Context: an optimization exercise on an open-source flow, tuned for small area, a short achievable clock period and few clock cycles per item. The choices shown serve that exercise and are no tape-out recipe.
The RTL was checked by simulation tests, not by an equivalence proof against the original design.
Power is estimated from default activity; no workload was simulated.

<file path="design/flow/design.v">
`timescale 1ns / 1ps
`default_nettype none
package sirdig_pkg;
  localparam int VAL_W        = 32;
  localparam int CHAR_W       = 8;
  localparam int LEN_W        = 5;
  localparam int CFG_DATA_W   = 64;
  localparam int CFG_ADDR_W   = 5;
  localparam int ALPH_BYTES   = 16;
  localparam int MAX_BASE_DEF = 16;
  localparam int NSTAGE       = 8;    
  localparam int CHUNK        = 4;    
  localparam int NSLOT        = 32;   
  localparam int SLOT_W       = 5;
  localparam logic [CHAR_W-1:0] MINUS_CHAR = 8'h2D;
  localparam logic [CHAR_W-1:0] PLUS_CHAR  = 8'h2B;
  localparam logic [1:0] REG_BASE_LEN  = 2'd0;
  localparam logic [1:0] REG_ALPH_LOW  = 2'd1;
  localparam logic [1:0] REG_ALPH_HIGH = 2'd2;
  function automatic logic [5:0] nd_est(input logic [4:0] b, input logic [5:0] bl);
    logic [5:0] k;
    k = 6'd1;
    case (b)
      5'd2: case (bl)
          6'd5: k = 6'd2;
          6'd6: k = 6'd2;
          6'd7: k = 6'd2;
          6'd8: k = 6'd2;
          6'd9: k = 6'd3;
          6'd10: k = 6'd3;
          6'd11: k = 6'd3;
          6'd12: k = 6'd3;
          6'd13: k = 6'd4;
          6'd14: k = 6'd4;
          6'd15: k = 6'd4;
          6'd16: k = 6'd4;
          6'd17: k = 6'd5;
          6'd18: k = 6'd5;
          6'd19: k = 6'd5;
          6'd20: k = 6'd5;
          6'd21: k = 6'd6;
          6'd22: k = 6'd6;
          6'd23: k = 6'd6;
          6'd24: k = 6'd6;
          6'd25: k = 6'd7;
          6'd26: k = 6'd7;
          6'd27: k = 6'd7;
          6'd28: k = 6'd7;
          6'd29: k = 6'd8;
          6'd30: k = 6'd8;
          6'd31: k = 6'd8;
          6'd32: k = 6'd8;
          default: k = 6'd1;
        endcase
      5'd3: case (bl)
          6'd2: k = 6'd2;
          6'd3: k = 6'd2;
          6'd4: k = 6'd3;
          6'd5: k = 6'd4;
          6'd6: k = 6'd4;
          6'd7: k = 6'd5;
          6'd8: k = 6'd6;
          6'd9: k = 6'd6;
          6'd10: k = 6'd7;
          6'd11: k = 6'd7;
          6'd12: k = 6'd8;
          6'd13: k = 6'd9;
          6'd14: k = 6'd9;
          6'd15: k = 6'd10;
          6'd16: k = 6'd11;
          6'd17: k = 6'd11;
          6'd18: k = 6'd12;
          6'd19: k = 6'd12;
          6'd20: k = 6'd13;
          6'd21: k = 6'd14;
          6'd22: k = 6'd14;
          6'd23: k = 6'd15;
          6'd24: k = 6'd16;
          6'd25: k = 6'd16;
          6'd26: k = 6'd17;
          6'd27: k = 6'd18;
          6'd28: k = 6'd18;
          6'd29: k = 6'd19;
          6'd30: k = 6'd19;
          6'd31: k = 6'd20;
          6'd32: k = 6'd21;
          default: k = 6'd1;
        endcase
      5'd4: case (bl)
          6'd5: k = 6'd2;
          6'd6: k = 6'd2;
          6'd7: k = 6'd2;
          6'd8: k = 6'd2;
          6'd9: k = 6'd3;
          6'd10: k = 6'd3;
          6'd11: k = 6'd3;
          6'd12: k = 6'd3;
          6'd13: k = 6'd4;
          6'd14: k = 6'd4;
          6'd15: k = 6'd4;
          6'd16: k = 6'd4;
          6'd17: k = 6'd5;
          6'd18: k = 6'd5;
          6'd19: k = 6'd5;
          6'd20: k = 6'd5;
          6'd21: k = 6'd6;
          6'd22: k = 6'd6;
          6'd23: k = 6'd6;
          6'd24: k = 6'd6;
          6'd25: k = 6'd7;
          6'd26: k = 6'd7;
          6'd27: k = 6'd7;
          6'd28: k = 6'd7;
          6'd29: k = 6'd8;
          6'd30: k = 6'd8;
          6'd31: k = 6'd8;
          6'd32: k = 6'd8;
          default: k = 6'd1;
        endcase
      5'd5: case (bl)
          6'd3: k = 6'd2;
          6'd4: k = 6'd2;
          6'd5: k = 6'd3;
          6'd6: k = 6'd3;
          6'd7: k = 6'd4;
          6'd8: k = 6'd4;
          6'd9: k = 6'd4;
          6'd10: k = 6'd5;
          6'd11: k = 6'd5;
          6'd12: k = 6'd6;
          6'd13: k = 6'd6;
          6'd14: k = 6'd7;
          6'd15: k = 6'd7;
          6'd16: k = 6'd7;
          6'd17: k = 6'd8;
          6'd18: k = 6'd8;
          6'd19: k = 6'd9;
          6'd20: k = 6'd9;
          6'd21: k = 6'd10;
          6'd22: k = 6'd10;
          6'd23: k = 6'd10;
          6'd24: k = 6'd11;
          6'd25: k = 6'd11;
          6'd26: k = 6'd12;
          6'd27: k = 6'd12;
          6'd28: k = 6'd13;
          6'd29: k = 6'd13;
          6'd30: k = 6'd13;
          6'd31: k = 6'd14;
          6'd32: k = 6'd14;
          default: k = 6'd1;
        endcase
      5'd6: case (bl)
          6'd3: k = 6'd2;
          6'd4: k = 6'd2;
          6'd5: k = 6'd2;
          6'd6: k = 6'd3;
          6'd7: k = 6'd3;
          6'd8: k = 6'd4;
          6'd9: k = 6'd4;
          6'd10: k = 6'd4;
          6'd11: k = 6'd5;
          6'd12: k = 6'd5;
          6'd13: k = 6'd6;
          6'd14: k = 6'd6;
          6'd15: k = 6'd6;
          6'd16: k = 6'd7;
          6'd17: k = 6'd7;
          6'd18: k = 6'd7;
          6'd19: k = 6'd8;
          6'd20: k = 6'd8;
          6'd21: k = 6'd9;
          6'd22: k = 6'd9;
          6'd23: k = 6'd9;
          6'd24: k = 6'd10;
          6'd25: k = 6'd10;
          6'd26: k = 6'd11;
          6'd27: k = 6'd11;
          6'd28: k = 6'd11;
          6'd29: k = 6'd12;
          6'd30: k = 6'd12;
          6'd31: k = 6'd12;
          6'd32: k = 6'd13;
          default: k = 6'd1;
        endcase
      5'd7: case (bl)
          6'd3: k = 6'd2;
          6'd4: k = 6'd2;
          6'd5: k = 6'd2;
          6'd6: k = 6'd3;
          6'd7: k = 6'd3;
          6'd8: k = 6'd3;
          6'd9: k = 6'd4;
          6'd10: k = 6'd4;
          6'd11: k = 6'd4;
          6'd12: k = 6'd5;
          6'd13: k = 6'd5;
          6'd14: k = 6'd5;
          6'd15: k = 6'd6;
          6'd16: k = 6'd6;
          6'd17: k = 6'd7;
          6'd18: k = 6'd7;
          6'd19: k = 6'd7;
          6'd20: k = 6'd8;
          6'd21: k = 6'd8;
          6'd22: k = 6'd8;
          6'd23: k = 6'd9;
          6'd24: k = 6'd9;
          6'd25: k = 6'd9;
          6'd26: k = 6'd10;
          6'd27: k = 6'd10;
          6'd28: k = 6'd10;
          6'd29: k = 6'd11;
          6'd30: k = 6'd11;
          6'd31: k = 6'd12;
          6'd32: k = 6'd12;
          default: k = 6'd1;
        endcase
      5'd8: case (bl)
          6'd4: k = 6'd2;
          6'd5: k = 6'd2;
          6'd6: k = 6'd2;
          6'd7: k = 6'd3;
          6'd8: k = 6'd3;
          6'd9: k = 6'd3;
          6'd10: k = 6'd4;
          6'd11: k = 6'd4;
          6'd12: k = 6'd4;
          6'd13: k = 6'd5;
          6'd14: k = 6'd5;
          6'd15: k = 6'd5;
          6'd16: k = 6'd6;
          6'd17: k = 6'd6;
          6'd18: k = 6'd6;
          6'd19: k = 6'd7;
          6'd20: k = 6'd7;
          6'd21: k = 6'd7;
          6'd22: k = 6'd8;
          6'd23: k = 6'd8;
          6'd24: k = 6'd8;
          6'd25: k = 6'd9;
          6'd26: k = 6'd9;
          6'd27: k = 6'd9;
          6'd28: k = 6'd10;
          6'd29: k = 6'd10;
          6'd30: k = 6'd10;
          6'd31: k = 6'd11;
          6'd32: k = 6'd11;
          default: k = 6'd1;
        endcase
      5'd9: case (bl)
          6'd4: k = 6'd2;
          6'd5: k = 6'd2;
          6'd6: k = 6'd2;
          6'd7: k = 6'd3;
          6'd8: k = 6'd3;
          6'd9: k = 6'd3;
          6'd10: k = 6'd4;
          6'd11: k = 6'd4;
          6'd12: k = 6'd4;
          6'd13: k = 6'd5;
          6'd14: k = 6'd5;
          6'd15: k = 6'd5;
          6'd16: k = 6'd6;
          6'd17: k = 6'd6;
          6'd18: k = 6'd6;
          6'd19: k = 6'd6;
          6'd20: k = 6'd7;
          6'd21: k = 6'd7;
          6'd22: k = 6'd7;
          6'd23: k = 6'd8;
          6'd24: k = 6'd8;
          6'd25: k = 6'd8;
          6'd26: k = 6'd9;
          6'd27: k = 6'd9;
          6'd28: k = 6'd9;
          6'd29: k = 6'd10;
          6'd30: k = 6'd10;
          6'd31: k = 6'd10;
          6'd32: k = 6'd11;
          default: k = 6'd1;
        endcase
      5'd10: case (bl)
          6'd4: k = 6'd2;
          6'd5: k = 6'd2;
          6'd6: k = 6'd2;
          6'd7: k = 6'd3;
          6'd8: k = 6'd3;
          6'd9: k = 6'd3;
          6'd10: k = 6'd4;
          6'd11: k = 6'd4;
          6'd12: k = 6'd4;
          6'd13: k = 6'd4;
          6'd14: k = 6'd5;
          6'd15: k = 6'd5;
          6'd16: k = 6'd5;
          6'd17: k = 6'd6;
          6'd18: k = 6'd6;
          6'd19: k = 6'd6;
          6'd20: k = 6'd7;
          6'd21: k = 6'd7;
          6'd22: k = 6'd7;
          6'd23: k = 6'd7;
          6'd24: k = 6'd8;
          6'd25: k = 6'd8;
          6'd26: k = 6'd8;
          6'd27: k = 6'd9;
          6'd28: k = 6'd9;
          6'd29: k = 6'd9;
          6'd30: k = 6'd10;
          6'd31: k = 6'd10;
          6'd32: k = 6'd10;
          default: k = 6'd1;
        endcase
      5'd11: case (bl)
          6'd4: k = 6'd2;
          6'd5: k = 6'd2;
          6'd6: k = 6'd2;
          6'd7: k = 6'd3;
          6'd8: k = 6'd3;
          6'd9: k = 6'd3;
          6'd10: k = 6'd3;
          6'd11: k = 6'd4;
          6'd12: k = 6'd4;
          6'd13: k = 6'd4;
          6'd14: k = 6'd5;
          6'd15: k = 6'd5;
          6'd16: k = 6'd5;
          6'd17: k = 6'd5;
          6'd18: k = 6'd6;
          6'd19: k = 6'd6;
          6'd20: k = 6'd6;
          6'd21: k = 6'd7;
          6'd22: k = 6'd7;
          6'd23: k = 6'd7;
          6'd24: k = 6'd7;
          6'd25: k = 6'd8;
          6'd26: k = 6'd8;
          6'd27: k = 6'd8;
          6'd28: k = 6'd9;
          6'd29: k = 6'd9;
          6'd30: k = 6'd9;
          6'd31: k = 6'd9;
          6'd32: k = 6'd10;
          default: k = 6'd1;
        endcase
      5'd12: case (bl)
          6'd4: k = 6'd2;
          6'd5: k = 6'd2;
          6'd6: k = 6'd2;
          6'd7: k = 6'd2;
          6'd8: k = 6'd3;
          6'd9: k = 6'd3;
          6'd10: k = 6'd3;
          6'd11: k = 6'd4;
          6'd12: k = 6'd4;
          6'd13: k = 6'd4;
          6'd14: k = 6'd4;
          6'd15: k = 6'd5;
          6'd16: k = 6'd5;
          6'd17: k = 6'd5;
          6'd18: k = 6'd6;
          6'd19: k = 6'd6;
          6'd20: k = 6'd6;
          6'd21: k = 6'd6;
          6'd22: k = 6'd7;
          6'd23: k = 6'd7;
          6'd24: k = 6'd7;
          6'd25: k = 6'd7;
          6'd26: k = 6'd8;
          6'd27: k = 6'd8;
          6'd28: k = 6'd8;
          6'd29: k = 6'd9;
          6'd30: k = 6'd9;
          6'd31: k = 6'd9;
          6'd32: k = 6'd9;
          default: k = 6'd1;
        endcase
      5'd13: case (bl)
          6'd4: k = 6'd2;
          6'd5: k = 6'd2;
          6'd6: k = 6'd2;
          6'd7: k = 6'd2;
          6'd8: k = 6'd3;
          6'd9: k = 6'd3;
          6'd10: k = 6'd3;
          6'd11: k = 6'd3;
          6'd12: k = 6'd4;
          6'd13: k = 6'd4;
          6'd14: k = 6'd4;
          6'd15: k = 6'd5;
          6'd16: k = 6'd5;
          6'd17: k = 6'd5;
          6'd18: k = 6'd5;
          6'd19: k = 6'd6;
          6'd20: k = 6'd6;
          6'd21: k = 6'd6;
          6'd22: k = 6'd6;
          6'd23: k = 6'd7;
          6'd24: k = 6'd7;
          6'd25: k = 6'd7;
          6'd26: k = 6'd8;
          6'd27: k = 6'd8;
          6'd28: k = 6'd8;
          6'd29: k = 6'd8;
          6'd30: k = 6'd9;
          6'd31: k = 6'd9;
          6'd32: k = 6'd9;
          default: k = 6'd1;
        endcase
      5'd14: case (bl)
          6'd4: k = 6'd2;
          6'd5: k = 6'd2;
          6'd6: k = 6'd2;
          6'd7: k = 6'd2;
          6'd8: k = 6'd3;
          6'd9: k = 6'd3;
          6'd10: k = 6'd3;
          6'd11: k = 6'd3;
          6'd12: k = 6'd4;
          6'd13: k = 6'd4;
          6'd14: k = 6'd4;
          6'd15: k = 6'd4;
          6'd16: k = 6'd5;
          6'd17: k = 6'd5;
          6'd18: k = 6'd5;
          6'd19: k = 6'd5;
          6'd20: k = 6'd6;
          6'd21: k = 6'd6;
          6'd22: k = 6'd6;
          6'd23: k = 6'd7;
          6'd24: k = 6'd7;
          6'd25: k = 6'd7;
          6'd26: k = 6'd7;
          6'd27: k = 6'd8;
          6'd28: k = 6'd8;
          6'd29: k = 6'd8;
          6'd30: k = 6'd8;
          6'd31: k = 6'd9;
          6'd32: k = 6'd9;
          default: k = 6'd1;
        endcase
      5'd15: case (bl)
          6'd4: k = 6'd2;
          6'd5: k = 6'd2;
          6'd6: k = 6'd2;
          6'd7: k = 6'd2;
          6'd8: k = 6'd3;
          6'd9: k = 6'd3;
          6'd10: k = 6'd3;
          6'd11: k = 6'd3;
          6'd12: k = 6'd4;
          6'd13: k = 6'd4;
          6'd14: k = 6'd4;
          6'd15: k = 6'd4;
          6'd16: k = 6'd5;
          6'd17: k = 6'd5;
          6'd18: k = 6'd5;
          6'd19: k = 6'd5;
          6'd20: k = 6'd6;
          6'd21: k = 6'd6;
          6'd22: k = 6'd6;
          6'd23: k = 6'd6;
          6'd24: k = 6'd7;
          6'd25: k = 6'd7;
          6'd26: k = 6'd7;
          6'd27: k = 6'd7;
          6'd28: k = 6'd8;
          6'd29: k = 6'd8;
          6'd30: k = 6'd8;
          6'd31: k = 6'd8;
          6'd32: k = 6'd9;
          default: k = 6'd1;
        endcase
      5'd16: case (bl)
          6'd5: k = 6'd2;
          6'd6: k = 6'd2;
          6'd7: k = 6'd2;
          6'd8: k = 6'd2;
          6'd9: k = 6'd3;
          6'd10: k = 6'd3;
          6'd11: k = 6'd3;
          6'd12: k = 6'd3;
          6'd13: k = 6'd4;
          6'd14: k = 6'd4;
          6'd15: k = 6'd4;
          6'd16: k = 6'd4;
          6'd17: k = 6'd5;
          6'd18: k = 6'd5;
          6'd19: k = 6'd5;
          6'd20: k = 6'd5;
          6'd21: k = 6'd6;
          6'd22: k = 6'd6;
          6'd23: k = 6'd6;
          6'd24: k = 6'd6;
          6'd25: k = 6'd7;
          6'd26: k = 6'd7;
          6'd27: k = 6'd7;
          6'd28: k = 6'd7;
          6'd29: k = 6'd8;
          6'd30: k = 6'd8;
          6'd31: k = 6'd8;
          6'd32: k = 6'd8;
          default: k = 6'd1;
        endcase
      default: k = 6'd1;
    endcase
    nd_est = k;
  endfunction
endpackage
`default_nettype wire
`timescale 1ns / 1ps
`default_nettype none
module sirdig_div #(
  parameter int STAGE = 0
) (
  input  logic                          clk,
  input  logic                          rst_n,
  input  logic                          v_in,
  input  logic                          first_in,    
  input  logic                          sel_x,       
  input  logic                          pre_first,   
  input  logic                          pre_tag,     
  input  logic                          tag_in,      
  input  logic                          last_in,     
  input  logic [3:0]                    u_in,
  input  logic [sirdig_pkg::CHUNK-1:0]  xa,          
  input  logic [sirdig_pkg::CHUNK-1:0]  xb,          
  input  logic [3:0]                    k0,
  input  logic [3:0]                    k1,
  input  logic [3:0]                    k0p,         
  input  logic [3:0]                    k1p,         
  input  logic                          odd,
  output logic                          v_out,
  output logic                          first_out,
  output logic                          tag_out,
  output logic                          last_out,
  output logic [3:0]                    u_out
);
  logic [sirdig_pkg::CHUNK-1:0] q_r;    
  logic [sirdig_pkg::CHUNK-1:0] dvd;
  logic [sirdig_pkg::CHUNK-1:0] q_nxt;
  logic [3:0]                   u_nxt;
  function automatic logic [3:0] add2v(input logic [2:0] v, input logic [3:0] kk);
    logic c2, c3;
    c2 = v[0] & kk[1];
    c3 = (v[1] & kk[2]) | (v[1] & c2) | (kk[2] & c2);
    add2v = {v[2] ^ kk[3] ^ c3, v[1] ^ kk[2] ^ c2, v[0] ^ kk[1], kk[0]};
  endfunction
  always_comb begin
    logic [3:0] u;
    logic       c;
    logic       x;
    logic [3:0] kk0, kk1;
    dvd = (STAGE == 0 && sel_x) ? (tag_in ? xb : xa) : q_r;
    u   = u_in;
    for (int i = sirdig_pkg::CHUNK - 1; i >= 0; i--) begin
      x        = dvd[i];
      kk0      = x ? k0p : k0;
      kk1      = x ? k1p : k1;
      c        = u[3] | (odd & x & u[2] & u[1] & u[0]);
      q_nxt[i] = c;
      u        = c ? add2v(u[2:0], kk1) : add2v(u[2:0], kk0);
    end
    u_nxt = u;
  end
  always_ff @(posedge clk) begin
    if (!rst_n) begin
      v_out <= 1'b0;
    end else begin
      v_out <= v_in;
    end
  end
  always_ff @(posedge clk) begin
    if (STAGE != 0 && pre_first) begin
      q_r <= pre_tag ? xb : xa;
    end else if (v_in) begin
      q_r <= q_nxt;
    end
    u_out     <= u_nxt;
    first_out <= first_in;
    tag_out   <= tag_in;
    last_out  <= last_in;
  end
endmodule
`default_nettype wire
`timescale 1ns / 1ps
`default_nettype none
module sirdig_achk #(
  parameter int MAX_BASE = sirdig_pkg::MAX_BASE_DEF
) (
  input  logic                                        clk,
  input  logic                                        rst_n,
  input  logic                                        restart,
  input  logic [sirdig_pkg::LEN_W-1:0]                len,
  input  logic [MAX_BASE-1:0][sirdig_pkg::CHAR_W-1:0] alph,
  input  logic [sirdig_pkg::CHAR_W-1:0]               row_char,
  output logic [$clog2(MAX_BASE)-1:0]                 row,
  output logic                                        done,
  output logic                                        ok
);
  localparam int DIG_W = $clog2(MAX_BASE);
  logic             row_bad;
  logic [sirdig_pkg::CHAR_W-1:0] rc_r;     
  logic [DIG_W-1:0] rowd_r;
  logic             vld_r;
  logic             last_row;
  logic             len_ok;
  assign len_ok = (len >= sirdig_pkg::LEN_W'(2)) && (len <= sirdig_pkg::LEN_W'(MAX_BASE));
  always_comb begin
    row_bad = (rc_r == sirdig_pkg::PLUS_CHAR) || (rc_r == sirdig_pkg::MINUS_CHAR);
    for (int b = 1; b < MAX_BASE; b++) begin
      if ((sirdig_pkg::LEN_W'(b) < len) && (DIG_W'(b) > rowd_r) && (alph[b] == rc_r)) begin
        row_bad = 1'b1;
      end
    end
    last_row = ({{(sirdig_pkg::LEN_W-DIG_W){1'b0}}, rowd_r} == (len - sirdig_pkg::LEN_W'(1)));
  end
  always_ff @(posedge clk) begin
    rc_r   <= row_char;
    rowd_r <= row;
  end
  always_ff @(posedge clk) begin
    if (!rst_n || restart) begin
      done  <= 1'b0;
      ok    <= 1'b0;
      row   <= '0;
      vld_r <= 1'b0;
    end else if (!done) begin
      vld_r <= 1'b1;
      row   <= row + DIG_W'(1);
      if (!len_ok || (vld_r && row_bad)) begin
        done <= 1'b1;
        ok   <= 1'b0;
      end else if (vld_r && last_row) begin
        done <= 1'b1;
        ok   <= 1'b1;
      end
    end
  end
endmodule
`default_nettype wire
`timescale 1ns / 1ps
`default_nettype none
module signed_int_to_radix_digits #(
  parameter int MAX_BASE = sirdig_pkg::MAX_BASE_DEF
) (
  input  logic                                  clk,
  input  logic                                  rst_n,
  input  logic                                  start,
  output logic                                  busy,
  input  logic signed [sirdig_pkg::VAL_W-1:0]   in_value,
  output logic                                  out_strobe,
  output logic [sirdig_pkg::CHAR_W-1:0]         out_character,
  output logic                                  out_last,
  input  logic                                  psel,
  input  logic                                  penable,
  input  logic                                  pwrite,
  input  logic [sirdig_pkg::CFG_ADDR_W-1:0]     paddr,
  input  logic [sirdig_pkg::CFG_DATA_W-1:0]     pwdata,
  output logic [sirdig_pkg::CFG_DATA_W-1:0]     prdata,
  output logic                                  pready
);
  localparam int NS    = sirdig_pkg::NSTAGE;
  localparam int CW    = sirdig_pkg::CHUNK;
  localparam int SW    = sirdig_pkg::SLOT_W;
  localparam int NSLOT = sirdig_pkg::NSLOT;
  localparam int DIG_W = $clog2(MAX_BASE);
  logic [sirdig_pkg::LEN_W-1:0]      len_r;
  logic [sirdig_pkg::CFG_DATA_W-1:0] alow_r;
  logic [sirdig_pkg::CFG_DATA_W-1:0] ahigh_r;
  logic [MAX_BASE-1:0][sirdig_pkg::CHAR_W-1:0] alph;
  logic                  cfg_wr;
  logic                  flush_n;
  assign alph   = {ahigh_r, alow_r};
  assign pready = 1'b1;
  assign cfg_wr = psel && penable && pwrite;
  always_ff @(posedge clk) begin
    if (!rst_n) begin
      len_r   <= '0;
      alow_r  <= '0;
      ahigh_r <= '0;
    end else if (cfg_wr) begin
      case (paddr[4:3])
        sirdig_pkg::REG_BASE_LEN:  len_r   <= pwdata[sirdig_pkg::LEN_W-1:0];
        sirdig_pkg::REG_ALPH_LOW:  alow_r  <= pwdata;
        sirdig_pkg::REG_ALPH_HIGH: ahigh_r <= pwdata;
        default:       ;
      endcase
    end
  end
  always_comb begin
    case (paddr[4:3])
      sirdig_pkg::REG_BASE_LEN:  prdata = {{(sirdig_pkg::CFG_DATA_W-sirdig_pkg::LEN_W){1'b0}}, len_r};
      sirdig_pkg::REG_ALPH_LOW:  prdata = alow_r;
      sirdig_pkg::REG_ALPH_HIGH: prdata = ahigh_r;
      default:       prdata = '0;
    endcase
  end
  logic [3:0] k0_r, k1_r, k0p_r, k1p_r, dlt_r;
  logic       odd_r, m2_r, m4_r;
  always_ff @(posedge clk) begin
    logic [4:0] beff;
    logic [4:0] dl;
    beff  = ((len_r == 5'd2) || (len_r == 5'd4)) ? 5'd16 : len_r;
    dl    = (5'd16 - beff) >> 1;
    dlt_r <= dl[3:0];
    k0_r  <= 4'(5'd0 - dl);
    k1_r  <= 4'(5'd0 - dl - beff);
    k0p_r <= 4'(5'd1 - dl);
    k1p_r <= 4'(5'd1 - dl - beff);
    odd_r <= beff[0];
    m2_r  <= (len_r == 5'd2);
    m4_r  <= (len_r == 5'd4);
  end
  logic             chk_done, chk_ok;
  logic [DIG_W-1:0] chk_row;
  logic [3:0]       alph_sel;
  logic [sirdig_pkg::CHAR_W-1:0] alph_char;
  assign alph_char = alph[alph_sel];
  sirdig_achk #(.MAX_BASE(MAX_BASE)) u_achk (
    .clk      (clk),
    .rst_n    (rst_n),
    .restart  (cfg_wr),
    .len      (len_r),
    .alph     (alph),
    .row_char (alph_char),
    .row      (chk_row),
    .done     (chk_done),
    .ok       (chk_ok)
  );
  logic [1:0][sirdig_pkg::VAL_W-1:0] xm_r;    
  logic [1:0]            xn_r;      
  logic [1:0]            xf_r;      
  logic [1:0]            xs_r;      
  logic                  wr_p, rd_p;
  logic [1:0]            x_free;    
  logic                  accept;
  assign busy   = xf_r[wr_p] && !x_free[wr_p];
  assign accept = start && !busy;
  always_ff @(posedge clk) begin
    if (accept) begin
      xn_r[wr_p] <= in_value[sirdig_pkg::VAL_W-1];
      xm_r[wr_p] <= in_value[sirdig_pkg::VAL_W-1] ? (sirdig_pkg::VAL_W'(~in_value) + sirdig_pkg::VAL_W'(1))
                                                  : sirdig_pkg::VAL_W'(in_value);
    end
  end
  logic [5:0]  icnt_r;        
  logic [5:0]  occ_r;         
  logic [2:0]  push_p, cmp_p, pop_p;    
  logic        issue, istart;
  logic        i_last;
  logic [5:0]  nde;
  logic [5:0]  bl;
  logic [sirdig_pkg::VAL_W-1:0] xsel;
  logic [1:0][5:0] xd_r;      
  logic [1:0]      xdv_r;     
  logic            nw_r;      
  logic            nwp_r;     
  logic [5:0]      ndw;
  always_comb begin
    xsel = xm_r[nwp_r];
    bl   = '0;
    for (int i = 0; i < sirdig_pkg::VAL_W; i++) begin
      if (xsel[i]) bl = 6'(i + 1);
    end
    ndw = sirdig_pkg::nd_est(len_r, bl);
    nde = xd_r[rd_p];
  end
  always_ff @(posedge clk) begin
    if (nw_r) xd_r[nwp_r] <= ndw;
    nwp_r <= wr_p;
  end
  always_comb begin
    logic room;
    room   = (occ_r < 6'(NSLOT));
    issue  = 1'b0;
    istart = 1'b0;
    i_last = 1'b0;
    if (icnt_r != '0) begin
      issue  = room;
      i_last = (icnt_r == 6'd1);
    end else if (xf_r[rd_p] && xdv_r[rd_p] && !xs_r[rd_p] && ((push_p - pop_p) != 3'd4) && room) begin
      issue  = 1'b1;
      istart = 1'b1;
      i_last = (nde == 6'd1);
    end
  end
  logic [NS-1:0]      sv, sf, st, sl;
  logic               sel0_r;      
  logic [NS-1:0][3:0] su;
  for (genvar s = 0; s < NS; s++) begin : g_stage
    sirdig_div #(.STAGE(s)) u_stage (
      .clk       (clk),
      .rst_n     (flush_n),
      .v_in      ((s == 0) ? issue  : sv[(s == 0) ? 0 : s-1]),
      .first_in  ((s == 0) ? istart : sf[(s == 0) ? 0 : s-1]),
      .sel_x     (sel0_r),
      .pre_first ((s == 0) ? 1'b0 : (s == 1) ? istart : (sv[(s < 2) ? 0 : s-2] && sf[(s < 2) ? 0 : s-2])),
      .pre_tag   ((s <= 1) ? rd_p : st[(s < 2) ? 0 : s-2]),
      .tag_in    ((s == 0) ? rd_p   : st[(s == 0) ? 0 : s-1]),
      .last_in   ((s == 0) ? i_last : sl[(s == 0) ? 0 : s-1]),
      .u_in      ((s == 0) ? dlt_r  : su[(s == 0) ? 0 : s-1]),
      .xa        (xm_r[0][sirdig_pkg::VAL_W-1-CW*s -: CW]),
      .xb        (xm_r[1][sirdig_pkg::VAL_W-1-CW*s -: CW]),
      .k0        (k0_r),
      .k1        (k1_r),
      .k0p       (k0p_r),
      .k1p       (k1p_r),
      .odd       (odd_r),
      .v_out     (sv[s]),
      .first_out (sf[s]),
      .tag_out   (st[s]),
      .last_out  (sl[s]),
      .u_out     (su[s])
    );
  end
  assign x_free[0] = sv[NS-2] && sf[NS-2] && !st[NS-2];
  assign x_free[1] = sv[NS-2] && sf[NS-2] &&  st[NS-2];
  logic [3:0]       d_neg;
  logic [3:0][SW-1:0] d_top;
  logic [3:0][1:0]    d_sub;     
  logic [3:0]    slot_r [NSLOT];
  logic [SW-1:0] wp_r;
  logic [3:0]    wdig;
  logic          wspur;
  assign wdig  = su[NS-1] - dlt_r;
  assign wspur = sl[NS-1] && !sf[NS-1] && (wdig == 4'd0);
  always_ff @(posedge clk) begin
    if (sv[NS-1] && !wspur) begin
      slot_r[wp_r] <= wdig;
    end
  end
  logic          act_r, sgn_r;
  logic [SW-1:0] rp_r, bp_r, nbase_r;
  logic [1:0]    sub_r;
  logic [SW-1:0] curn_r;
  logic [3:0]    rdig, idx;
  logic          r_lastbeat, item_end, ready, load;
  logic [SW-1:0] ltop, lcnt;
  logic [1:0]    wsub;
  logic [5:0]    freed;
  assign rdig       = slot_r[rp_r];
  assign r_lastbeat = (rp_r == bp_r) && (sub_r == 2'd0);
  assign item_end   = act_r && !sgn_r && r_lastbeat;
  assign ready      = (cmp_p != pop_p) && chk_done;
  assign load       = ready && (!act_r || item_end);
  assign ltop       = d_top[pop_p[1:0]];
  assign lcnt       = ltop - nbase_r + SW'(1);
  always_comb begin
    if (m2_r)      idx = {3'b0, rdig[sub_r]};
    else if (m4_r) idx = {2'b0, sub_r[0] ? rdig[3:2] : rdig[1:0]};
    else           idx = rdig;
    if (m2_r)      wsub = wdig[3] ? 2'd3 : wdig[2] ? 2'd2 : wdig[1] ? 2'd1 : 2'd0;
    else if (m4_r) wsub = (wdig[3:2] != 2'd0) ? 2'd1 : 2'd0;
    else           wsub = 2'd0;
    alph_sel = chk_done ? idx : chk_row;
    freed = '0;
    if (item_end) freed = freed + 6'(curn_r);
    if (load && !chk_ok) freed = freed + 6'(lcnt);
  end
  logic                  out_strobe_r;
  logic [sirdig_pkg::CHAR_W-1:0] out_character_r;
  logic                  out_last_r;
  assign flush_n = rst_n && !cfg_wr;
  always_ff @(posedge clk) begin
    if (!flush_n) begin
      xf_r    <= '0;
      xs_r    <= '0;
      wr_p    <= 1'b0;
      rd_p    <= 1'b0;
      icnt_r  <= '0;
      sel0_r  <= 1'b1;
      nw_r    <= 1'b0;
      xdv_r   <= '0;
      occ_r   <= '0;
      push_p  <= '0;
      cmp_p   <= '0;
      pop_p   <= '0;
      wp_r    <= '0;
      act_r   <= 1'b0;
      sgn_r   <= 1'b0;
      nbase_r <= '0;
      out_strobe_r <= 1'b0;
    end else begin
      for (int k = 0; k < 2; k++) begin
        if (x_free[k]) xf_r[k] <= 1'b0;
      end
      nw_r <= accept;
      if (nw_r) xdv_r[nwp_r] <= 1'b1;
      if (accept) begin
        xf_r[wr_p]  <= 1'b1;
        xs_r[wr_p]  <= 1'b0;
        xdv_r[wr_p] <= 1'b0;
        wr_p        <= !wr_p;
      end
      if (istart) begin
        xs_r[rd_p]               <= 1'b1;
        rd_p                     <= !rd_p;
        icnt_r                   <= nde - 6'd1;
        sel0_r                   <= (nde == 6'd1);
        d_neg[push_p[1:0]]       <= xn_r[rd_p];
        push_p                   <= push_p + 3'd1;
      end else if (issue) begin
        icnt_r <= icnt_r - 6'd1;
        sel0_r <= (icnt_r == 6'd1);
      end
      occ_r <= occ_r + 6'(issue) - 6'(sv[NS-1] && wspur) - freed;
      if (sv[NS-1]) begin
        if (!wspur) wp_r <= wp_r + SW'(1);
        if (sl[NS-1]) begin
          d_top[cmp_p[1:0]]  <= wspur ? (wp_r - SW'(1)) : wp_r;
          d_sub[cmp_p[1:0]]  <= wsub;
          cmp_p              <= cmp_p + 3'd1;
        end
      end
      out_strobe_r <= act_r;
      if (act_r) begin
        if (sgn_r) begin
          sgn_r <= 1'b0;
        end else if (!r_lastbeat) begin
          if (sub_r != 2'd0) begin
            sub_r <= sub_r - 2'd1;
          end else begin
            rp_r  <= rp_r - SW'(1);
            sub_r <= m2_r ? 2'd3 : (m4_r ? 2'd1 : 2'd0);
          end
        end
      end
      if (item_end) act_r <= 1'b0;
      if (load) begin
        pop_p   <= pop_p + 3'd1;
        nbase_r <= ltop + SW'(1);
        if (chk_ok) begin
          act_r  <= 1'b1;
          sgn_r  <= d_neg[pop_p[1:0]];
          rp_r   <= ltop;
          bp_r   <= nbase_r;
          sub_r  <= d_sub[pop_p[1:0]];
          curn_r <= lcnt;
        end
      end
    end
  end
  always_ff @(posedge clk) begin
    out_character_r <= sgn_r ? sirdig_pkg::MINUS_CHAR : alph_char;
    out_last_r      <= !sgn_r && r_lastbeat;
  end
  assign out_strobe    = out_strobe_r;
  assign out_character = out_character_r;
  assign out_last      = out_last_r;
endmodule
`default_nettype wire
</file>
<file path="design/flow/run.sh">
#!/bin/bash
# synth_recipe.tcl (not shown) runs the flow's synth.tcl, then flattens the netlist and writes it again
# the make line also repeats each setting of config.mk as NAME=value (left out here)
make -C /OpenROAD-flow-scripts/flow DESIGN_CONFIG=/design/flow/config.mk WORK_HOME=/design/flow/orfs CLKGATE_MAP_FILE= SYNTH_SCRIPT=/design/flow/synth_recipe.tcl finish
</file>
<file path="design/flow/config.mk">
export PLATFORM = sky130hd
export DESIGN_NAME = signed_int_to_radix_digits
export DESIGN_NICKNAME = signed_int_to_radix_digits
export VERILOG_FILES = /design/flow/design.v
export SDC_FILE = /design/flow/constraint.sdc
export NUM_CORES = 4
export LEC_CHECK = 0
export CAP_MARGIN = 20
export CORE_MARGIN = 2
export CORE_UTILIZATION = 40
export SETUP_SLACK_MARGIN = 3.5
export SLEW_MARGIN = 20
</file>
<file path="design/flow/constraint.sdc">
create_clock -name core_clock -period 8.0 [get_ports {clk}]
set_input_delay 1.6000 -clock core_clock [delete_from_list [all_inputs] [get_ports {clk}]]
set_output_delay 1.6000 -clock core_clock [all_outputs]
set_load 0.01 [all_outputs]
</file>
==> out/qor.txt, run 1 <==
sequential share of the synthesized area -> 37.0%
Post-synth ARST share -> 0%
Final Max Tran Viols -> 0
initial DRC count -> 3159
Antenna diodes -> 0
WS Path Type -> reg -> reg
I/O pin count -> 183
max-cap violation count -> 0
number of synthesized flops with an enable pin -> 287
Setup TNS -> 0 ps
WL met1 -> 54300 um
mean area per synthesized cell -> 9.86 sq um
Final ANT Viol Nets -> 0
Initial Utilization -> 40.5%
Slew headroom -> 24.9%
DRC viols -> 0
Post-Syn Instances -> 3985
Critical Path End Type -> register
Main synth FF type -> dfxtp_1
Leak -> 18.9 nW
routed length on met2 -> 61200 um
GRT Overall Usage -> 24.9%
Synthesis Warnings -> 10
PwrDens -> 305 nW/um^2
TritonCTS clock tree -> built
drt first pass iters -> 6
period utilization -> 64.7%
final weighted congestion in routability-driven placement -> 0.948
min-delay src -> g_stage[6].u_stage.last_out
unrepaired setup endpoints after global routing -> true
share of cells above drive strength 1 -> 25.3%
hpwl dp -> 83400 um
synthesized cell area -> 39300 sq um
Final WS setup -> 2820 ps
CTS Hold Bufs -> 0
largest net degree at the start of global routing -> 109
Die Y -> 317 um
Die W -> 317 um
global route overflow -> 0
total number of vias -> 33600
#FFs+latches synth -> 582
Worst Path Required -> 8560 ps
Routed WL -> 130000 um
CTS H-tree depth -> 3
syn nets -> 4239
Register-to-Register Path Depth -> 21
Synth cell types -> 121
final setup vio count -> 0
vias in the first global route -> 31900
clock sinks -> 582
status -> no timing/DRC/antenna violations
Worst Skew -> 23.3 ps
Num CTS Buffers -> 68
Hold Vio Cnt, Final -> 0
Area Growth Syn to Fin -> 26.2%
Max VDD drop -> 0.000214 V
vias per inst -> 5.93
routed wire length per instance -> 23.1 um
Max Fclk -> 0.193 GHz
Reg2Reg Capture Point -> g_stage[0].u_stage.u_out[3]
initial antenna violation count -> 2
pre-CTS setup slack -> 1860 ps
Worst Hold Depth -> 0
Clock Root Buffer -> clkbuf_16
crit path max fanout -> 7
worst min path class -> reg -> reg
R2R setup slack -> 2820 ps
met3 WL -> 8740 um
full die area -> 101000 sq um
max layer used -> met5
Skew-Pair Late Insertion Delay -> 630 ps
Least-Margin Pin Slew -> 1120 ps
Reg clk slew, reported paths -> 70 ps
Core Region -> 97000 sq um
row count -> 114
worst hold endpoint -> g_stage[7].u_stage.last_out
Worst Setup Start Kind -> register
Worst Path Arrival -> 5740 ps
first-pass GRT wire length -> 194000 um
layout net count -> 4579
worst-case hold slack -> 325 ps
Final min period -> 5180 ps
Port Buf Inserts -> 178
CTS Buffer Depth -> 3
## logic make-up (layout without fill, tap and decap cells)
| kind of cell | count (synthesis) | count (layout) | synth area share [%] |
|---|---|---|---|
| AO/OA/AOI/OAI | 866 | 866 | 16.0 |
| XOR/XNOR | 324 | 324 | 7.34 |
| adder cells (fa/ha/maj) | 147 | 147 | 6.04 |
| buffers and inverters | 416 | 807 | 4.26 |
| flip-flops | 582 | 582 | 37.0 |
| multiplexers | 428 | 428 | 14.5 |
| other | 1 | 1 | 0.00955 |
| AND/OR/NAND/NOR | 1221 | 1224 | 14.8 |
## layer usage
metal | track usage, % | vias up
met3 | 3.53 | 362
met2 | 40.3 | 1512
met1 | 33.5 | 16500
met4 | 10.6 | 2
met5 | 0 | -
li1 | - | 15200
## worst max path at each step
stage                   from                     endpoint  cells past startpoint
finish              register  g_stage[0].u_stage.u_out[3]                     21
global route        register  g_stage[0].u_stage.u_out[3]                     21
CTS                 register  g_stage[0].u_stage.u_out[3]                     20
detailed placement      rd_p  g_stage[0].u_stage.u_out[3]                     21
global placement        rd_p  g_stage[0].u_stage.u_out[3]                     21
floorplan               rd_p  g_stage[0].u_stage.u_out[1]                     20
## power by group
group / internal, mW / switching, mW
sequential: 3.56 / 0.343
clock: 1.98 / 1.34
combinational: 3.92 / 3.99
## cell usage after synthesis (9+ instances only)
| cell | instances | area (sq um) |
|---|---|---|
| nand3b_1 | 10 | 75.1 |
| buf_1 | 33 | 124 |
| o31ai_1 | 22 | 165 |
| xor2_1 | 131 | 1150 |
| a21o_1 | 18 | 135 |
| fa_1 | 71 | 1420 |
| a31oi_1 | 32 | 200 |
| mux2_2 | 93 | 1050 |
| o21a_1 | 13 | 97.6 |
| mux2i_1 | 226 | 2260 |
| a21oi_2 | 9 | 78.8 |
| o211ai_1 | 22 | 165 |
| o21ai_1 | 13 | 65.1 |
| buf_2 | 33 | 165 |
| nor2_1 | 266 | 998 |
| a211oi_1 | 60 | 450 |
| ha_1 | 76 | 951 |
| or4_1 | 19 | 143 |
| inv_1 | 150 | 563 |
| and2_1 | 31 | 194 |
| nand2_1 | 484 | 1820 |
| xnor2_1 | 187 | 1640 |
| a21oi_1 | 148 | 741 |
| a22o_1 | 61 | 534 |
| clkbuf_1 | 181 | 679 |
| nand4_1 | 23 | 144 |
| a21boi_0 | 132 | 991 |
| o22ai_1 | 40 | 250 |
| nor3b_1 | 12 | 90.1 |
| and3_1 | 21 | 131 |
| edfxtp_1 | 287 | 8620 |
| o2111ai_1 | 9 | 78.8 |
| nand3_1 | 62 | 310 |
| nor2b_1 | 65 | 407 |
| a2111oi_0 | 10 | 87.6 |
| dfxtp_1 | 295 | 5910 |
| o221ai_1 | 13 | 114 |
| or3_1 | 24 | 150 |
| a22oi_1 | 26 | 195 |
| nor3_1 | 63 | 315 |
| or2_2 | 20 | 125 |
| nor4_1 | 35 | 219 |
| o21ai_0 | 99 | 495 |
| mux4_2 | 99 | 2230 |
| nand2b_1 | 30 | 188 |
## metrics by stage
step	area [sq um]	total power, mW	cells	utilization (%)
floorplan	39700	8.09	3985	-
global placement	42400	9.20	5238	43.7
detailed placement	42400	9.29	5238	43.7
CTS	47100	13.4	5511	48.6
global route	49600	15.9	5655	51.1
finish	49600	15.1	5655	51.1
## area by class of cell
| class | count | area (sq um) |
|---|---|---|
| tap | 1276 | 1600 |
| sequential | 582 | 14600 |
| inverter | 155 | 616 |
| multi-input combinational | 2990 | 25500 |
| clock inverter | 38 | 458 |
| timing repair buffer | 528 | 4920 |
| clock buffer | 86 | 1920 |
| fill | 8632 | 47400 |
## worst max-delay path, cell delays in order (launching register included)
cell	delay (ps)
edfxtp_1	450
mux2i_4	250
a21o_4	170
nand2_2	40
o21ai_1	70
nand2_1	80
fa_2	350
nor4bb_1	130
or4_1	560
nor4_2	300
o21ai_2	130
xnor2_2	180
or3_1	340
and3_1	180
a311o_2	440
mux4_2	410
nand2_1	80
fa_2	360
xnor2_2	200
xnor2_1	140
mux2i_1	110
nor3b_2	150
## repair_timing
action | 4_1_cts | 5_1_grt
gates resized for setup | 329 | 275
setup buffers | 138 | 142
setup endpoints to repair | 137 | 69
pin swaps | 67 | 150
gates cloned | 11 | 0
## cells in the final DEF (no fill, tap or decap), types with 86 or more instances in the layout
cell type / n
a21boi_0: 129
a21oi_1: 126
buf_4: 290
clkdlybuf4s50_1: 110
dfxtp_1: 277
edfxtp_1: 287
inv_1: 130
mux2i_1: 208
mux4_2: 99
nand2_1: 476
nor2_1: 236
o21ai_0: 86
xnor2_1: 152
xor2_1: 127
Testbench counts, summed over its fixed seeds: cycles 30,436, items 3,078.
==> run 2, diff against run 1 <==
--- a/design/flow/design.v
+++ b/design/flow/design.v
@@ -518,7 +518,6 @@
   input  logic                          rst_n,
   input  logic                          v_in,
   input  logic                          first_in,    
-  input  logic                          sel_x,       
   input  logic                          pre_first,   
   input  logic                          pre_tag,     
   input  logic                          tag_in,      
@@ -552,7 +551,7 @@
     logic       c;
     logic       x;
     logic [3:0] kk0, kk1;
-    dvd = (STAGE == 0 && sel_x) ? (tag_in ? xb : xa) : q_r;
+    dvd = q_r;
     u   = u_in;
     for (int i = sirdig_pkg::CHUNK - 1; i >= 0; i--) begin
       x        = dvd[i];
@@ -572,7 +571,7 @@
     end
   end
   always_ff @(posedge clk) begin
-    if (STAGE != 0 && pre_first) begin
+    if (pre_first) begin
       q_r <= pre_tag ? xb : xa;
     end else if (v_in) begin
       q_r <= q_nxt;
@@ -787,7 +786,10 @@
     end
   end
   logic [NS-1:0]      sv, sf, st, sl;
-  logic               sel0_r;      
+  logic               pre0;        
+  logic               rd_nx;       
+  assign pre0  = istart ? (nde == 6'd1) : (issue ? (icnt_r == 6'd1) : (icnt_r == '0));
+  assign rd_nx = istart ? !rd_p : rd_p;
   logic [NS-1:0][3:0] su;
   for (genvar s = 0; s < NS; s++) begin : g_stage
     sirdig_div #(.STAGE(s)) u_stage (
@@ -795,9 +797,8 @@
       .rst_n     (flush_n),
       .v_in      ((s == 0) ? issue  : sv[(s == 0) ? 0 : s-1]),
       .first_in  ((s == 0) ? istart : sf[(s == 0) ? 0 : s-1]),
-      .sel_x     (sel0_r),
-      .pre_first ((s == 0) ? 1'b0 : (s == 1) ? istart : (sv[(s < 2) ? 0 : s-2] && sf[(s < 2) ? 0 : s-2])),
-      .pre_tag   ((s <= 1) ? rd_p : st[(s < 2) ? 0 : s-2]),
+      .pre_first ((s == 0) ? pre0 : (s == 1) ? istart : (sv[(s < 2) ? 0 : s-2] && sf[(s < 2) ? 0 : s-2])),
+      .pre_tag   ((s == 0) ? rd_nx : (s == 1) ? rd_p : st[(s < 2) ? 0 : s-2]),
       .tag_in    ((s == 0) ? rd_p   : st[(s == 0) ? 0 : s-1]),
       .last_in   ((s == 0) ? i_last : sl[(s == 0) ? 0 : s-1]),
       .u_in      ((s == 0) ? dlt_r  : su[(s == 0) ? 0 : s-1]),
@@ -870,7 +871,6 @@
       wr_p    <= 1'b0;
       rd_p    <= 1'b0;
       icnt_r  <= '0;
-      sel0_r  <= 1'b1;
       nw_r    <= 1'b0;
       xdv_r   <= '0;
       occ_r   <= '0;
@@ -898,12 +898,10 @@
         xs_r[rd_p]               <= 1'b1;
         rd_p                     <= !rd_p;
         icnt_r                   <= nde - 6'd1;
-        sel0_r                   <= (nde == 6'd1);
         d_neg[push_p[1:0]]       <= xn_r[rd_p];
         push_p                   <= push_p + 3'd1;
       end else if (issue) begin
         icnt_r <= icnt_r - 6'd1;
-        sel0_r <= (icnt_r == 6'd1);
       end
       occ_r <= occ_r + 6'(issue) - 6'(sv[NS-1] && wspur) - freed;
       if (sv[NS-1]) begin
--- a/design/flow/config.mk
+++ b/design/flow/config.mk
@@ -5,6 +5,7 @@
 export SDC_FILE = /design/flow/constraint.sdc
 export NUM_CORES = 4
 export LEC_CHECK = 0
+export ABC_AREA = 1
 export CAP_MARGIN = 20
 export CORE_MARGIN = 2
 export CORE_UTILIZATION = 40
==> out/qor.txt, run 2 <==
status -> no timing/DRC/antenna violations
fill count -> 8823
synthesized cell area -> 36800 sq um
WP buf/inv -> 5
Worst Path Required -> 8360 ps
full die area -> 94500 sq um
Synthesis Warnings -> 10
crit path max fanout -> 20
Hold Vio Cnt, Final -> 0
Comb power frac -> 54.8%
max-cap violation count -> 0
Synth area leaders -> edfxtp_1, dfxtp_1, nand2_1, o21ai_0, inv_1
layout net count -> 5120
Post-synth ARST share -> 0%
total number of vias -> 33900
Critical Path End Type -> register
CTS H-tree depth -> 3
Worst Skew -> 48.1 ps
initial DRC count -> 3521
Synth top cells by count -> nand2_1, o21ai_0, inv_1, nor2_1, dfxtp_1
Register-to-Register Path Depth -> 24
routed wire length per instance -> 20.7 um
final weighted congestion in routability-driven placement -> 0.979
commonest non-fill, non-tap cell in the layout -> nand2_1
area of the multi-input gates -> 20400 sq um
post-synth top area share -> 23.4%
peak per-stage delay on the critical path -> 440 ps
initial antenna violation count -> 1
register area -> 14500 sq um
sequential share of the synthesized area -> 39.4%
Worst setup startpoint -> nwp_r
Leak -> 17.3 nW
TritonCTS clock tree -> built
Die Y -> 307 um
Least-Margin Pin Slew -> 1090 ps
Die W -> 307 um
clock group share of total power -> 19.3%
Routed WL -> 126000 um
Initial Utilization -> 40.2%
first-pass GRT wire length -> 189000 um
WS Path Type -> reg -> reg
GRT Overall Usage -> 25.8%
Net Sw Frac -> 43.9%
CP dominant cell by count -> nand2_1
Max Fclk -> 0.216 GHz
Core Region -> 91500 sq um
most frequent cells in the layout -> nand2_1, o21ai_0, inv_1
Post-Syn Instances -> 4708
CP cell instances -> buf_4 -> nand2_1 -> o21ai_1 -> nand2_1 -> nor2_1 -> a21boi_1 -> o31ai_1 -> nand2_1 -> nand2_1 -> inv_1 -> nor2_1 -> buf_4 -> clkinvlp_4 -> ha_1 -> nor2_2 -> inv_1 -> o211ai_1 -> a21oi_1 -> a2111oi_2 -> o221ai_1 -> nor2_1 -> o21ai_1 -> a21oi_2 -> a21oi_1
R2R setup slack -> 3360 ps
Area Growth Syn to Fin -> 19.3%
row count -> 111
Yosys top cell by area -> edfxtp_1
Final min period -> 4640 ps
largest net degree at the start of global routing -> 70
Crit. path cell count -> 24
Seq pwr share -> 25.9%
final setup vio count -> 0
switching power -> 7.03 mW
Antenna diodes -> 0
share of cells above drive strength 1 -> 12.7%
Top delay family on crit path -> compound AO/OA/AOI/OAI gates
Worst Path Arrival -> 5000 ps
P_int -> 8.99 mW
syn nets -> 4962
global route overflow -> 0
PwrDens -> 364 nW/um^2
Num CTS Buffers -> 67
Final Total Pwr -> 16.0 mW
Synth cell types -> 71
Skew-Pair Late Insertion Delay -> 620 ps
Reg clk slew, reported paths -> 60 ps
I/O pin count -> 183
vias in the first global route -> 31100
worst min path class -> reg -> reg
Worst Hold Depth -> 0
period utilization -> 58.0%
Final Max Tran Viols -> 0
number of synthesized flops with an enable pin -> 287
Final ANT Viol Nets -> 0
drt first pass iters -> 7
Main synth FF type -> dfxtp_1
Max VDD drop -> 0.000328 V
cell with the most instances after synthesis -> nand2_1
mean area per synthesized cell -> 7.82 sq um
vias per inst -> 5.56
Clock Root Buffer -> clkbuf_16
clock sinks -> 581
Slew headroom -> 27.4%
Port Buf Inserts -> 178
Setup TNS -> 0 ps
#FFs+latches synth -> 581
Crit-path slowest cell -> dfxtp_4
CTS Buffer Depth -> 3
unrepaired setup endpoints after global routing -> true
r2r startpoint -> nwp_r
Worst Setup Start Kind -> register
hpwl dp -> 84800 um
DRC viols -> 0
## run 2: worst reg2reg max path: stages (launching register included)
cell and delay, ps:
dfxtp_4 440, buf_4 260, nand2_1 80, o21ai_1 180, nand2_1 150, nor2_1 140
a21boi_1 90, o31ai_1 290, nand2_1 90, nand2_1 140, inv_1 90, nor2_1 90
buf_4 270, clkinvlp_4 210, ha_1 260, nor2_2 180, inv_1 90, o211ai_1 230
a21oi_1 130, a2111oi_2 350, o221ai_1 190, nor2_1 130, o21ai_1 80, a21oi_2 150
a21oi_1 90
## run 2: per-stage QoR
| step | setup slack, ps | instance area (sq um) | hold WS, ps | util [%] | instances |
|---|---|---|---|---|---|
| global route | 2980 | 44000 | 317 | 48.0 | 6107 |
| floorplan | 3510 | 36800 | 310 | - | 4708 |
| global placement | 2170 | 39400 | 310 | 43.0 | 5846 |
| finish | 3360 | 44000 | 310 | 48.0 | 6107 |
| CTS | 3470 | 42600 | 306 | 46.5 | 6027 |
| detailed placement | 2200 | 39400 | 312 | 43.0 | 5846 |
## run 2: logic make-up (layout without fill, tap and decap cells)
logic type                 count (synthesis)  after routing  synth area share [%]
AOI/OAI and AO/OA                       1252           1252                  19.7
xor gates and xnor gates                 290            290                  6.96
adders and majority gates                147            147                  6.42
buffers and inverters                    774            986                  8.18
DFF                                      581            581                  39.4
muxes                                     61             61                  1.67
other                                      1              1                0.0102
and+or+nand+nor                         1602           1603                  17.7
## run 2: worst min-delay path by stage
stage | from | to | slack [ps]
6_report | g_stage[1].u_stage.first_out | g_stage[2].u_stage.first_out | 310
5_1_grt | g_stage[1].u_stage.first_out | g_stage[2].u_stage.first_out | 320
4_1_cts | g_stage[1].u_stage.first_out | g_stage[2].u_stage.first_out | 310
3_5_place_dp | g_stage[2].u_stage.last_out | g_stage[3].u_stage.last_out | 310
3_3_place_gp | g_stage[6].u_stage.last_out | g_stage[7].u_stage.last_out | 310
2_1_floorplan | g_stage[0].u_stage.last_out | g_stage[1].u_stage.last_out | 310
## run 2: cell type report
class / count / share of cell area, %
inverters: 498 / 4.46
well taps: 1186 / 3.38
repair buffers: 360 / 7.41
repair inverters: 4 / 0.0512
multi-input cells: 3354 / 46.5
clock inverters: 38 / 0.939
clock buffers: 86 / 4.16
flip-flops and latches: 581 / 33.1
## run 2: metal layers
| metal | wire, um | GRT usage, % | share of wire, % | vias up |
|---|---|---|---|---|
| met3 | 9460 | 3.39 | 7.5 | 300 |
| met2 | 57000 | 40.7 | 45 | 1471 |
| met4 | 4900 | 9.55 | 3.9 | 0 |
| met1 | 54700 | 36.0 | 43 | 16000 |
| met5 | 0 | 0 | 0 | - |
| li1 | - | - | - | 16200 |
## run 2: power by group through the flow
stage | Clock, mW | Combinational, mW | Sequential, mW
finish | 3.10 | 8.78 | 4.14
global route | 3.27 | 9.58 | 4.18
CTS | 3.15 | 7.80 | 4.14
detailed placement | 0 | 7.45 | 4.21
global placement | 0 | 7.37 | 4.20
floorplan | 0 | 5.78 | 3.97
## run 2: repair_timing
item	4_1_cts	5_1_grt
hold buffers	0	0
pin swaps	14	56
resized for setup	340	179
buffers inserted	48	77
gates cloned	9	1
endpoints found under the setup margin	160	123
Testbench counts of run 2, summed over its fixed seeds: cycles 30,436, items 3,078.
==> run 3, diff against run 2 <==
--- a/design/flow/design.v
+++ b/design/flow/design.v
@@ -750,20 +750,30 @@
   logic        issue, istart;
   logic        i_last;
   logic [5:0]  nde;
-  logic [5:0]  bl;
-  logic [sirdig_pkg::VAL_W-1:0] xsel;
   logic [1:0][5:0] xd_r;      
   logic [1:0]      xdv_r;     
   logic            nw_r;      
   logic            nwp_r;     
+  logic [5:0]      bly_r;     
+  logic            pw_r;      
   logic [5:0]      ndw;
-  always_comb begin
-    xsel = xm_r[nwp_r];
-    bl   = '0;
+  always_ff @(posedge clk) begin
+    logic [sirdig_pkg::VAL_W-1:0] y, sm;
+    logic [5:0] b;
+    y = in_value[sirdig_pkg::VAL_W-1] ? sirdig_pkg::VAL_W'(~in_value) : sirdig_pkg::VAL_W'(in_value);
+    b = '0;
     for (int i = 0; i < sirdig_pkg::VAL_W; i++) begin
-      if (xsel[i]) bl = 6'(i + 1);
+      if (y[i]) b = 6'(i + 1);
+    end
+    sm[sirdig_pkg::VAL_W-1] = y[sirdig_pkg::VAL_W-1];
+    for (int i = sirdig_pkg::VAL_W - 2; i >= 0; i--) begin
+      sm[i] = sm[i+1] | y[i];
     end
-    ndw = sirdig_pkg::nd_est(len_r, bl);
+    bly_r <= b;
+    pw_r  <= in_value[sirdig_pkg::VAL_W-1] && (sm == y);
+  end
+  always_comb begin
+    ndw = sirdig_pkg::nd_est(len_r, bly_r + 6'(pw_r));
     nde = xd_r[rd_p];
   end
   always_ff @(posedge clk) begin
--- a/design/flow/config.mk
+++ b/design/flow/config.mk
@@ -8,6 +8,7 @@
 export ABC_AREA = 1
 export CAP_MARGIN = 20
 export CORE_MARGIN = 2
-export CORE_UTILIZATION = 40
+export CORE_UTILIZATION = 55
+export PLACE_DENSITY = 0.7
 export SETUP_SLACK_MARGIN = 3.5
 export SLEW_MARGIN = 20
==> out/qor.txt, run 3 <==
# placed instances -> 5706
area of the multi-input gates -> 20200 sq um
switching power -> 7.53 mW
Final ANT Viol Nets -> 0
Max VDD drop -> 0.000313 V
#FFs+latches synth -> 587
largest net degree at the start of global routing -> 85
initial DRC count -> 3869
drt first pass iters -> 8
Least-Margin Pin Slew -> 1150 ps
Seq pwr share -> 25.5%
post-synth top area share -> 22.9%
Clock Root Buffer -> clkbuf_16
Slew headroom -> 23.0%
clock group share of total power -> 19.0%
total number of vias -> 34400
Synth top cells by count -> nand2_1, o21ai_0, inv_1, nor2_1, dfxtp_1
final setup vio count -> 0
TritonCTS clock tree -> built
global route overflow -> 0
Antenna diodes -> 0
Comb power frac -> 55.5%
Reg clk slew, reported paths -> 60 ps
sequential share of the synthesized area -> 38.9%
initial antenna violation count -> 2
Register-to-Register Path Depth -> 24
Most flops, register -> slot_r
Final Max Tran Viols -> 0
Main synth FF type -> dfxtp_1
worst min path class -> reg -> reg
layout net count -> 5225
Initial Utilization -> 55.8%
clock sinks -> 587
Reg2Reg Capture Point -> occ_r[5]
syn nets -> 5132
Setup TNS -> 0 ps
mean area per synthesized cell -> 7.72 sq um
Skew-Pair Late Insertion Delay -> 620 ps
r2r startpoint -> pop_p[1]
Die Y -> 266 um
period utilization -> 56.9%
WS Path Type -> in -> out
final weighted congestion in routability-driven placement -> 0.984
share of cells above drive strength 1 -> 9.91%
number of synthesized flops with an enable pin -> 287
Final min period -> 4550 ps
routed wire length per instance -> 20.0 um
Critical Path End Type -> output port
Core Region -> 67400 sq um
status -> no timing/DRC/antenna violations
Synth cell types -> 62
Synth area leaders -> edfxtp_1, dfxtp_1, nand2_1, o21ai_0, inv_1
PwrDens -> 383 nW/um^2
worst hold endpoint -> g_stage[4].u_stage.last_out
register area -> 14700 sq um
most frequent cells in the layout -> nand2_1, o21ai_0, inv_1
vias in the first global route -> 31800
unrepaired setup endpoints after global routing -> true
first-pass GRT wire length -> 179000 um
Largest register FFs -> 128
crit path max fanout -> 13
cell with the most instances after synthesis -> nand2_1
CTS Buffer Depth -> 3
Worst Path Arrival -> 2950 ps
commonest non-fill, non-tap cell in the layout -> nand2_1
I/O pin count -> 183
Yosys top cell by area -> edfxtp_1
Synthesis Warnings -> 10
Hold Vio Cnt, Final -> 0
P_int -> 9.01 mW
DRC viols -> 0
Post-Syn Instances -> 4875
Area Growth Syn to Fin -> 14.7%
full die area -> 70500 sq um
fill count -> 5795
Final WS setup -> 3450 ps
Num CTS Buffers -> 68
pre-CTS setup slack -> 2410 ps
Post-synth ARST share -> 0%
Worst Path Required -> 6400 ps
row count -> 95
Worst Setup Start Kind -> input port
Leak -> 17.1 nW
vias per inst -> 5.83
CTS H-tree depth -> 3
min-delay src -> g_stage[3].u_stage.last_out
Die W -> 266 um
final cell count without fillers -> 5896
Routed WL -> 118000 um
Worst Hold Depth -> 0
Worst Skew -> 41.3 ps
synthesized cell area -> 37600 sq um
R2R setup slack -> 3460 ps
hpwl dp -> 79300 um
CTS Hold Bufs -> 0
Max Fclk -> 0.220 GHz
worst-case hold slack -> 305 ps
Port Buf Inserts -> 178
GRT Overall Usage -> 32.4%
max-cap violation count -> 0
Net Sw Frac -> 45.5%
## run 3: cell count changes after synthesis, sizes merged, moves of 9 or more
cell	delta
a22o	-15
inv	+96
mux2i	-55
nand2	+27
nand3	+56
nand4	+17
o211ai	-11
o21ai	+9
or2	+18
xnor2	+29
## run 3: worst max-delay path by stage
stage                     startpoint     endpoint  slack (ps)  cells past startpoint
after floorplan             pop_p[1]     occ_r[5]        3570                     24
after global placement      paddr[4]  ahigh_r[13]        2420                     11
after detailed placement    paddr[4]  ahigh_r[39]        2410                     11
after CTS                   paddr[4]    prdata[8]        3500                      8
after global routing         rp_r[4]     occ_r[5]        3120                     23
final                       paddr[4]   prdata[14]        3450                      8
## run 3: what timing repair did
action,4_1_cts,5_1_grt
gates cloned,6,4
buffers inserted,24,28
gates resized for setup,231,115
setup endpoints to repair,168,157
endpoints found under the hold margin,0,0
pin swaps,3,9
## run 3: worst max-delay path, stage by stage
cell and delay, ps:
dlygate4sd2_1 240, inv_2 70, nor2_2 110, buf_6 150, clkinv_8 80, bufbuf_16 310, o22ai_4 190, buf_2 190
## run 3: logic make-up after synthesis
logic type	synth area share (%)
compound gates	18.8
xor+xnor	7.78
fa+ha+maj	6.40
buf+inv	8.74
flops	38.9
mux	0.286
other cells	0.00997
simple gates	19.1
## run 3: metrics by stage
stage	instance area, sq um	total power, mW	utilization [%]
floorplan	37600	10.9	-
global placement	39800	12.8	59.1
global route	43200	17.8	64.0
CTS	42700	16.2	63.3
finish	43200	16.5	64.0
detailed placement	39800	13.0	59.1
## run 3: layout make-up
type	instances	share of cell area, %
tap	873	2.53
timing repair inverter	3	0.0406
inverter	588	5.28
clock buffer	99	4.57
multi-input combinational	3435	46.9
sequential	587	33.9
timing repair buffer	285	6.12
clock inverter	26	0.670
## run 3: power by group through the flow
stage	clock [mW]	combinational [mW]	sequential, mW
2_1_floorplan	0	6.88	4.03
3_3_place_gp	0	8.50	4.27
3_5_place_dp	0	8.69	4.28
4_1_cts	3.17	8.84	4.21
5_1_grt	3.30	10.2	4.26
6_report	3.14	9.18	4.22
## run 3: metal layers
layer | GRT usage, % | part of all wire, % | up-vias | wire length (um)
met5 | 0 | 0.025 | - | 30
met4 | 14.1 | 4.3 | 4 | 5100
met3 | 5.54 | 9.7 | 330 | 11400
met2 | 50.8 | 45 | 1640 | 52700
met1 | 44.3 | 41 | 16000 | 48700
li1 | - | - | 16400 | -
Testbench counts of run 3, summed over its fixed seeds: cycles 30,436, items 3,078.
==> run 4, diff against run 3 <==
--- a/design/flow/config.mk
+++ b/design/flow/config.mk
@@ -8,7 +8,6 @@
 export ABC_AREA = 1
 export CAP_MARGIN = 20
 export CORE_MARGIN = 2
-export CORE_UTILIZATION = 55
-export PLACE_DENSITY = 0.7
+export CORE_UTILIZATION = 40
 export SETUP_SLACK_MARGIN = 3.5
 export SLEW_MARGIN = 20
==> out/qor.txt, run 4 <==
mean area per synthesized cell -> 7.72 sq um
Routed WL -> 125000 um
WS Path Type -> in -> out
Main synth FF type -> dfxtp_1
Net Sw Frac -> 44.7%
mux share of post-synthesis cell area -> 0.286%
Largest register FFs -> 128
post-synth top area share -> 22.9%
Final ANT Viol Nets -> 0
unrepaired setup endpoints after global routing -> true
Die Y -> 311 um
share of cells above drive strength 1 -> 12.1%
hpwl dp -> 83200 um
initial antenna violation count -> 3
Final Max Tran Viols -> 0
Most flops, register -> slot_r
P_int -> 9.33 mW
Post-Syn Instances -> 4875
Reg clk slew, reported paths -> 60 ps
Synth area leaders -> edfxtp_1, dfxtp_1, nand2_1, o21ai_0, inv_1
synthesized cell area -> 37600 sq um
Seq pwr share -> 24.8%
peak per-stage delay on the critical path -> 160 ps
Crit-path slowest cell -> buf_6
number of synthesized flops with an enable pin -> 287
design area -> 44700 sq um
Synthesis Warnings -> 10
TritonCTS clock tree -> built
I/O pin count -> 183
final setup vio count -> 0
most frequent cells in the layout -> nand2_1, o21ai_0, inv_1
Synth Area in Compound Gates -> 18.8%
Synth top cells by count -> nand2_1, o21ai_0, inv_1, nor2_1, dfxtp_1
Critical Path End Type -> output port
Worst Path Arrival -> 2810 ps
CP dominant cell by count -> buf_2
Core Region -> 93300 sq um
Num CTS Buffers -> 70
pre-CTS setup slack -> 1660 ps
Antenna diodes -> 0
Max VDD drop -> 0.000307 V
clock sinks -> 587
simple-gate share of the synthesized area -> 19.1%
Die W -> 311 um
status -> no timing/DRC/antenna violations
PwrDens -> 377 nW/um^2
Hold Vio Cnt, Final -> 0
Adder-Cell Fraction of Synth Area -> 6.40%
Top delay family on crit path -> buffers and inverters
Final min period -> 4410 ps
vias per inst -> 5.42
global route overflow -> 0
initial DRC count -> 3075
commonest non-fill, non-tap cell in the layout -> nand2_1
Port Buf Inserts -> 178
Max Fclk -> 0.227 GHz
clock group share of total power -> 19.9%
vias in the first global route -> 32300
GRT Overall Usage -> 24.8%
Synth Area in XOR/XNOR -> 7.78%
full die area -> 96500 sq um
Worst Path Required -> 6400 ps
worst min path class -> reg -> reg
#FFs+latches synth -> 587
CTS Buffer Depth -> 3
Leak -> 17.5 nW
first-pass GRT wire length -> 189000 um
period utilization -> 55.2%
Skew-Pair Late Insertion Delay -> 650 ps
sequential share of the synthesized area -> 38.9%
CTS H-tree depth -> 3
switching power -> 7.54 mW
routed wire length per instance -> 19.7 um
DRC viols -> 0
Post-synth ARST share -> 0%
crit path max fanout -> 9
Comb power frac -> 55.3%
drt first pass iters -> 6
Area Growth Syn to Fin -> 18.8%
Worst Skew -> 45.4 ps
Yosys top cell by area -> edfxtp_1
Worst Setup Start Kind -> input port
Slew headroom -> 28.6%
Setup TNS -> 0 ps
final weighted congestion in routability-driven placement -> 0.954
row count -> 112
largest family of logic cells by synthesized area -> simple AND/OR/NAND/NOR gates
Synth cell types -> 62
max-cap violation count -> 0
total number of vias -> 34300
WP buf/inv -> 7
syn nets -> 5132
cell with the most instances after synthesis -> nand2_1
Final WS setup -> 3590 ps
CTS Hold Bufs -> 0
Clock Root Buffer -> clkbuf_16
Least-Margin Pin Slew -> 1060 ps
dpl cell area -> 40300 sq um
Initial Utilization -> 40.3%
largest net degree at the start of global routing -> 98
layout net count -> 5278
CP cell instances -> buf_2 -> nor2_4 -> buf_6 -> clkinv_8 -> buf_4 -> buf_16 -> buf_12 -> o22ai_1 -> buf_2
[run 4: cell counts after synthesis]
Identical to the previous run, type by type.
[run 4: cell type report]
cell class	count	area, sq um
clock buffers	95	1920
fillers	9178	48600
repair buffers	337	3190
repair inverters	4	22.5
clock inverters	33	502
flip-flops and latches	587	14600
inverters	588	2300
multi-input cells	3433	20600
well taps	1254	1570
[run 4: worst reg2reg max path, delay by kind of cell, from the launching register on]
kind | cells | cell delay [ps]
AO/OA/AOI/OAI | 3 | 640
XOR/XNOR | 2 | 650
adder cells (fa/ha/maj) | 1 | 430
buffers and inverters | 3 | 980
flip-flops | 1 | 970
AND/OR/NAND/NOR | 6 | 590
[run 4: power by group through the flow]
stage / sequential [mW] / combinational, mW / clock, mW
5_1_grt: 4.23 / 10.5 / 3.52
3_5_place_dp: 4.25 / 8.73 / 0
2_1_floorplan: 4.03 / 6.88 / 0
3_3_place_gp: 4.25 / 8.59 / 0
6_report: 4.19 / 9.32 / 3.35
4_1_cts: 4.18 / 8.98 / 3.40
[run 4: kinds of logic after synthesis]
kind of cell / after synthesis
XOR/XNOR: 315
adder cells (fa/ha/maj): 150
multiplexers: 10
other: 1
AND/OR/NAND/NOR: 1722
buffers and inverters: 856
flip-flops: 587
AO/OA/AOI/OAI: 1234
[run 4: repair_timing]
item / in CTS / in global routing
cloned: 8 / 3
pin swaps: 9 / 27
endpoints found under the setup margin: 169 / 128
gates resized for setup: 355 / 101
setup buffers: 43 / 55
[run 4: routing by layer]
layer	part of all wire [%]	up-vias	global-route usage, %	wire length, um
met1	43	16000	33.6	53600
met3	7.8	321	3.74	9700
li1	-	16500	-	-
met2	45	1402	39.6	56300
met4	4.2	6	10.2	5260
met5	0.028	-	0	35
[run 4: worst paths after layout]
path / startpoint / end / slack [ps] / depth (start not counted)
setup / recovery: paddr[3] / prdata[6] / 3590 / 9
hold / removal: g_stage[1].u_stage.last_out / g_stage[2].u_stage.last_out / 290 / 0
setup reg to reg: k1_r[0] / g_stage[0].u_stage.u_out[3] / 3610 / 15
hold reg to reg: g_stage[1].u_stage.last_out / g_stage[2].u_stage.last_out / 290 / 0
[run 4: per-stage QoR]
step                      hold slack (ps)  util (%)  cells  power, mW
after global routing                  300      47.9   6331       18.2
after detailed placement              312      43.2   6092       13.0
after global placement                311      43.2   6091       12.8
after CTS                             292      47.0   6271       16.6
after floorplan                       310         -   4875       10.9
final                                 294      47.9   6331       16.9

==> static timing again, ports no longer ideal <==
No port has a modelled driver above. Below, the same layouts with a new extraction and two added sets of constraints. Step 1 assumes that a clkbuf_16 drives the clock port and a buf_2 every other input. Step 2 also shifts input and output timing later by t, the mid clock arrival at the registers, as if the neighbouring blocks saw the same clock. Three values: ideal ports, drivers, drivers and shift; two values: the first two.
| run | shift t [ns] | setup WS [ns] |
|---|---|---|
| run 1 | 0.698 | 2.822 / 2.822 / 2.822 |
| run 2 | 0.670 | 3.360 / 3.360 / 3.135 |
| run 3 | 0.667 | 3.450 / 3.424 / 3.124 |
| run 4 | 0.699 | 3.586 / 3.556 / 3.162 |
After both steps every run listed still meets setup and hold.
